Context: an optimization exercise on an open-source flow, tuned for small area. The choices shown serve that exercise and are no tape-out recipe. In this exercise RTL edits were held to simulation tests only and were not proved equivalent to the original. Power is estimated from default activity; no workload was simulated.

## cciChannel
module cciChannel #(
	parameter int WordLinesPerBlock = 8192
) (
	input logic clk,
	input logic reset,
	input logic inValid,
	input logic [ccPkg::CellCount*ccPkg::WordWidth-1:0] inWords,
	output logic inCredit,
	output logic outValid,
	output logic [ccPkg::CellCount*ccPkg::VoltWidth-1:0] outVth,
	input logic outCredit
);
	localparam int CellCount = ccPkg::CellCount;
	localparam int WordWidth = ccPkg::WordWidth;
	localparam int VoltWidth = ccPkg::VoltWidth;
	localparam int LineBits = CellCount * VoltWidth;
	localparam int CountWidth = $clog2(WordLinesPerBlock);
	localparam int SinkCredits = ccPkg::SinkCredits;
	localparam int UpCredits = ccPkg::UpCredits;
	logic [CountWidth-1:0] wordCount;
	logic firstLine;
	logic [LineBits-1:0] victim;
	logic [LineBits-1:0] entry0N;
	logic [LineBits-1:0] entry1N;
	logic [LineBits-1:0] entry2N;
	logic [2:0] wrSel;
	logic [2:0] rdSel;
	logic [1:0] fill;
	logic [2:0] held;
	logic [1:0] credits;
	logic [LineBits-1:0] step;
	logic [LineBits-1:0] lineVthN;
	logic pop;
	logic giveCredit;
	wordLineLoader i_loader (
		.inWords(inWords),
		.blockStart(wordCount == '0),
		.step(step)
	);
	couplingCell i_cells (
		.victim(victim),
		.step(step),
		.nFirst(!firstLine),
		.vthN(lineVthN)
	);
	vthCollector i_collector (
		.entry0N(entry0N),
		.entry1N(entry1N),
		.entry2N(entry2N),
		.rdSel(rdSel),
		.outVth(outVth)
	);
	assign pop = (fill != 2'd0) && (credits != 2'd0);
	assign giveCredit = (held != 3'(UpCredits)) && (held <= 3'(credits) + 3'd2);
	assign outValid = pop;
	assign inCredit = giveCredit;
	always_ff @(posedge clk)
	begin
		if (inValid)
		begin
			for (int i = 0; i < CellCount; i++)
  ...
For scale: roughly 5700 cells after synthesis, roughly 1100 flip-flops, roughly 770 I/O pins, roughly 74000 um2 of cells after synthesis.
clock: 10.0 ns
lec_check: 0
abc_clock_period_in_ps: 10000
cap_margin: 20
core_margin: 2
core_utilization: 40
gpl_timing_driven: 0
place_density: 0.6
slew_margin: 20
synth_hierarchical: 1
synth_minimum_keep_size: 0
run.sh (not shown) runs the stock make flow with config.mk's settings and CLKGATE_MAP_FILE= SYNTH_SCRIPT=/design/flow/synth_recipe.tcl, a recipe that flattens the netlist after the stock synthesis.
Edit:
==> flow/flow/run.sh (new file) <==
#!/bin/bash
# Layout flow: the standard flow (standard.sh) with
#  - the port buffers the standard flow inserts made from the smallest
#    buffer cell (every input and output port still gets its own buffer);
#  - clock tree synthesis without dummy loads;
#  - the buffers synthesis put in taken out at floorplan (repair adds back
#    what the nets need).
# make's full output goes to standard_flow.log here; ORFS keeps each
# step's log under orfs/logs.
set -uo pipefail
export BUFFER_PORTS_ARGS="-buffer_cell sky130_fd_sc_hd__buf_1"
export REMOVE_ABC_BUFFERS=1
export CTS_ARGS="-sink_clustering_enable -repair_clock_nets -dont_use_dummy_load -buf_list sky130_fd_sc_hd__clkbuf_16 -sink_clustering_size 24 -sink_clustering_max_diameter 120"
bash standard.sh > standard_flow.log 2>&1
exit $?
==> flow/standard.sh (new file) <==
#!/bin/bash
# synth_recipe.tcl (not shown) runs the flow's synth.tcl, then flattens the netlist and writes it again
# the make line also repeats each setting of config.mk as NAME=value (left out here)
make -C /OpenROAD-flow-scripts/flow DESIGN_CONFIG=/design/flow/config.mk WORK_HOME=/design/flow/orfs CLKGATE_MAP_FILE= SYNTH_SCRIPT=/design/flow/synth_recipe.tcl "${@:-finish}"
Settings changed: CORE_UTILIZATION 40 to 55, PLACE_DENSITY 0.6 to 0.7.
removed: flow/run.sh
- The changed run passed the timing, DRC and antenna checks
- global-route usage grows by 5.1 points
- worst setup slack is better by 100 ps
- hold slack hardly moves
- total power went down by roughly a tenth
Edit:
==> flow/flow/run.sh (replaced) <==
#!/bin/bash
# Layout flow: the standard flow, with the port buffers the standard
# flow inserts made from the smallest buffer cell (every input and output
# port still gets its own buffer).
set -uo pipefail
export BUFFER_PORTS_ARGS="-buffer_cell sky130_fd_sc_hd__buf_1"
bash standard.sh > standard_flow.log 2>&1
status=$?
exit $status
Settings changed: CORE_UTILIZATION 55 to 40, CTS_BUF_LIST set to sky130_fd_sc_hd__clkbuf_4 sky130_fd_sc_hd__clkbuf_8, GPL_TIMING_DRIVEN 0 to not set, PLACE_DENSITY 0.7 to 0.6.
Effect:
- die area is higher by 37%
- cell count is higher by 14%
- synthesized area does not change
- via count is higher by 3.1%
Edit:
==> flow/flow/run.sh (replaced) <==
#!/bin/bash
# Layout flow: the standard flow (standard.sh) with
#  - the port buffers the standard flow inserts made from the smallest
#    buffer cell (every input and output port still gets its own buffer);
#  - clock tree synthesis without dummy loads;
#  - the buffers synthesis put in taken out at floorplan (repair adds back
#    what the nets need).
# make's full output goes to standard_flow.log here; ORFS keeps each
# step's log under orfs/logs.
set -uo pipefail
export BUFFER_PORTS_ARGS="-buffer_cell sky130_fd_sc_hd__buf_1"
export REMOVE_ABC_BUFFERS=1
export CTS_ARGS="-sink_clustering_enable -repair_clock_nets -dont_use_dummy_load -buf_list sky130_fd_sc_hd__clkbuf_16 -sink_clustering_size 20 -sink_clustering_max_diameter 120"
bash standard.sh > standard_flow.log 2>&1
exit $?
Settings changed: CORE_UTILIZATION 40 to 55, CTS_BUF_LIST sky130_fd_sc_hd__clkbuf_4 sky130_fd_sc_hd__clkbuf_8 to not set, GPL_TIMING_DRIVEN set to 0, PLACE_DENSITY 0.6 to 0.7.
After rerunning: The changed run passed the timing, DRC and antenna checks. Die area went down by 27%. Area after synthesis does not change. Sequential power stays flat. Routed wire length went down by 13%. Critical path depth went down by 1. Total power went down by 11%. Fmax went down by 3.3%. Setup slack degrades by 320 ps. Register-to-register slack improves by 80 ps. Synthesized cell count stays the same. Core utilization went up by 14 points.

[static timing again, ports no longer ideal]
In the flow no input, the clock included, has a driving cell. The finished layouts below were timed again as built, in two steps.
Step 1 sets driving cells, clkbuf_16 on the clock port and buf_2 on the other inputs (assumed; they add their load-dependent delay and slew).
Step 2, shift: input delay + t, output delay - t, t = (earliest + latest rising clock arrival at the registers) / 2. This alone moves slack from input paths to output paths.
Three values: ideal, step 1, step 2; two values: the first two.
| run | t, ns | setup slack, ns | pins driven straight from the clock port |
|---|---|---|---|
| the first run | 0.863 | 0.260 / 0.318 / -0.545 | 1 |
| the second run | 0.750 | 0.360 / 0.406 / -0.343 | 1 |
| the third run | 1.018 | 0.617 / 0.673 / -0.345 | 1 |
| the fourth run | 0.768 | 0.299 / 0.347 / -0.421 | 1 |
With both steps, setup timing fails in every run listed, where it was met with ideal ports. The setup slack of the third run, which loses most, moves by +0.056 ns with the drivers and by -0.962 ns with both steps.
